What follows belongs to an exercise in optimizing a design on an open flow for small area, a short achievable clock period and few clock cycles per item; a production flow would make more cautious choices. Where RTL was checked, it was by simulation tests only, not by an equivalence proof against the original. Power and IR drop assume default switching activity.

==> flow/design.v (excerpt) <==
module krnl_maxpool #(
  parameter int FIFO_DEPTH = 16    
) (
  input  logic                    ap_clk,
  input  logic                    areset,
  input  logic                    s_axi_control_awvalid,
  output logic                    s_axi_control_awready,
  input  maxpool_pkg::axil_addr_t s_axi_control_awaddr,
  input  logic                    s_axi_control_wvalid,
  output logic                    s_axi_control_wready,
  input  maxpool_pkg::axil_data_t s_axi_control_wdata,
  input  logic [3:0]              s_axi_control_wstrb,
  output logic                    s_axi_control_bvalid,
  input  logic                    s_axi_control_bready,
  output logic [1:0]              s_axi_control_bresp,
  input  logic                    s_axi_control_arvalid,
  output logic                    s_axi_control_arready,
  input  maxpool_pkg::axil_addr_t s_axi_control_araddr,
  output logic                    s_axi_control_rvalid,
  input  logic                    s_axi_control_rready,
  output maxpool_pkg::axil_data_t s_axi_control_rdata,
  output logic [1:0]              s_axi_control_rresp,
  output logic                    interrupt,
  input  logic                    in_tvalid,
  output logic                    in_tready,
  input  maxpool_pkg::elem_t      in_tdata,
  output logic                    out_tvalid,
  input  logic                    out_tready,
  output maxpool_pkg::elem_t      out_tdata
);
==> flow/config.mk <==
export PLATFORM = sky130hd
export DESIGN_NAME = krnl_maxpool
export DESIGN_NICKNAME = krnl_maxpool
export VERILOG_FILES = /design/flow/design.v
export SDC_FILE = /design/flow/constraint.sdc
export NUM_CORES = 4
export LEC_CHECK = 0
export CAP_MARGIN = 20
export CORE_MARGIN = 2
export CORE_UTILIZATION = 40
export CTS_CLUSTER_DIAMETER = 90
export CTS_CLUSTER_SIZE = 34
export SETUP_SLACK_MARGIN = 1.5
export SLEW_MARGIN = 20
==> flow/constraint.sdc <==
create_clock -name core_clock -period 3.8 [get_ports {ap_clk}]
set_input_delay 0.7600 -clock core_clock [delete_from_list [all_inputs] [get_ports {ap_clk}]]
set_output_delay 0.7600 -clock core_clock [all_outputs]
set_load 0.01 [all_outputs]
standard.sh (not shown) runs the stock make flow with config.mk's settings and CLKGATE_MAP_FILE= SYNTH_SCRIPT=/design/flow/synth_recipe.tcl, a recipe that flattens the netlist after the stock synthesis.
==> flow/flow/run.sh <==
#!/bin/bash
# The standard layout, with the port buffers made from buf_4 cells instead of
# the default delay buffers. Make's full output goes to standard_flow.log.
set -euo pipefail
export BUFFER_PORTS_ARGS="-buffer_cell sky130_fd_sc_hd__buf_4"
bash standard.sh > standard_flow.log 2>&1
Testbench counts at the start, summed over its fixed seeds: cycles 8,364, items 2,035.
Edit:
Settings changed: CTS_CLUSTER_DIAMETER 90 to 100, CTS_CLUSTER_SIZE 34 to 28, SETUP_SLACK_MARGIN 1.5 to 1.8.
The new run finished with timing, DRC and antenna clean.
Final cell count went up by 0.71%.
Final area went up by 1.4%.
Non-clock buffer count went up by 13.
Core utilization went up by 0.62 points.
Via count went up by 1.0%.
Global-route usage went up by 0.48 points.
Total power stays flat.
Worst setup slack improved by 0.14 ns.
Die area stays the same.
Edit:
==> flow/flow/run.sh (replaced) <==
#!/bin/bash
# The standard layout, with the port buffers made from buf_2 cells instead of
# the default delay buffers. Make's full output goes to standard_flow.log.
set -euo pipefail
export BUFFER_PORTS_ARGS="-buffer_cell sky130_fd_sc_hd__buf_2"
bash standard.sh > standard_flow.log 2>&1
Settings changed: SETUP_SLACK_MARGIN 1.8 to 1.5.
What happened: The new run produced a clean layout. Cell area shrinks by 2.9%. Power goes down by 1.2%. Final cell count drops by 0.50%. Routed wire length came out lower by 3.4%. Die area stays the same. Hold slack improves by 0.0071 ns. First-iteration DRC count grows by 10%. Sequential cell count is unchanged. Fmax went down by 7.1%. Clock skew increases by 0.0052 ns. Area after synthesis stays the same.
Edit:
==> flow/flow/run.sh (replaced) <==
#!/bin/bash
# The standard layout, with the port buffers made from buf_4 cells instead of
# the default delay buffers. Make's full output goes to standard_flow.log.
set -euo pipefail
export BUFFER_PORTS_ARGS="-buffer_cell sky130_fd_sc_hd__buf_4"
bash standard.sh > standard_flow.log 2>&1
Settings changed: CORE_UTILIZATION 40 to 60.
What happened: Cell count shrinks by about 10%; area after synthesis stays the same; design area is about the same; clock-buffer cell count grows by 1; register-to-register slack hardly moves; combinational power grows by about 5%.

========
krnl_maxpool, a different RTL version from the one above (not shown whole).
Size: about 1100 cells after synthesis, ~570 flip-flops.
Design krnl_maxpool, start of the top module:
module krnl_maxpool #(
  parameter int FIFO_DEPTH = 16    
) (
  input  logic                    ap_clk,
  input  logic                    areset,
  input  logic                    s_axi_control_awvalid,
  output logic                    s_axi_control_awready,
  input  maxpool_pkg::axil_addr_t s_axi_control_awaddr,
  input  logic                    s_axi_control_wvalid,
  output logic                    s_axi_control_wready,
  input  maxpool_pkg::axil_data_t s_axi_control_wdata,
  input  logic [3:0]              s_axi_control_wstrb,
  output logic                    s_axi_control_bvalid,
  input  logic                    s_axi_control_bready,
  output logic [1:0]              s_axi_control_bresp,
  input  logic                    s_axi_control_arvalid,
  output logic                    s_axi_control_arready,
  input  maxpool_pkg::axil_addr_t s_axi_control_araddr,
  output logic                    s_axi_control_rvalid,
  input  logic                    s_axi_control_rready,
  output maxpool_pkg::axil_data_t s_axi_control_rdata,
  output logic [1:0]              s_axi_control_rresp,
  output logic                    interrupt,
  input  logic                    in_tvalid,
  output logic                    in_tready,
  input  maxpool_pkg::elem_t      in_tdata,
  output logic                    out_tvalid,
  input  logic                    out_tready,
  output maxpool_pkg::elem_t      out_tdata
);
clock: 3.8 ns
lec_check: 0
cap_margin: 20
core_margin: 2
core_utilization: 40
cts_cluster_diameter: 100
cts_cluster_size: 28
setup_slack_margin: 1.8
slew_margin: 20
==> flow/flow/run.sh <==
#!/bin/bash
# The standard layout, with the port buffers made from buf_4 cells instead of
# the default delay buffers. Make's full output goes to standard_flow.log.
set -euo pipefail
export BUFFER_PORTS_ARGS="-buffer_cell sky130_fd_sc_hd__buf_4"
bash standard.sh > standard_flow.log 2>&1
Next try:
SETUP_SLACK_MARGIN = 2.1   (was 1.8)
Via count rises by 5.1%.
Total power rises by 4.7%.
Register-to-register slack gains 150 ps.
Cell area rises by 6.5%.
Utilization rises by 3.1 points.
Function was not checked in any run of this note: the RTL went through the layout flow alone.

-- port drivers added, routing unchanged --
How much do the figures lean on ideal ports? The routed layouts below were timed once more, with nothing changed but the port constraints. Step 1: set_driving_cell puts a clkbuf_16 on ap_clk and a buf_2 on each other input, an assumption about the parent block. Step 2, shift: input delay + t, output delay - t, t = (earliest + latest rising clock arrival at the registers) / 2. This alone moves slack from input paths to output paths. Three values: no drivers, after step 1, after step 2; two values: the first two.
run	t, ns	slack for setup (ns)	worst data-port slew with drivers (ns)
the first run of note 1	0.636	1.634 / 1.634 / 1.189	0.08
the second run of note 1	0.629	1.779 / 1.779 / 1.229	0.09
the third run of note 1	0.641	1.623 / 1.623 / 1.128	0.09
the fourth run of note 1	0.601	1.634 / 1.634 / 1.222	0.07
the first run of note 2	0.599	1.119 / 1.119 / 0.683	0.07
the second run of note 2	0.599	1.267 / 1.267 / 0.812	0.09
After both steps setup and hold are still met in every run listed. For the second run of note 1, which loses most, drivers alone change the setup slack by 0.000 ns; drivers and shift together by -0.550 ns.
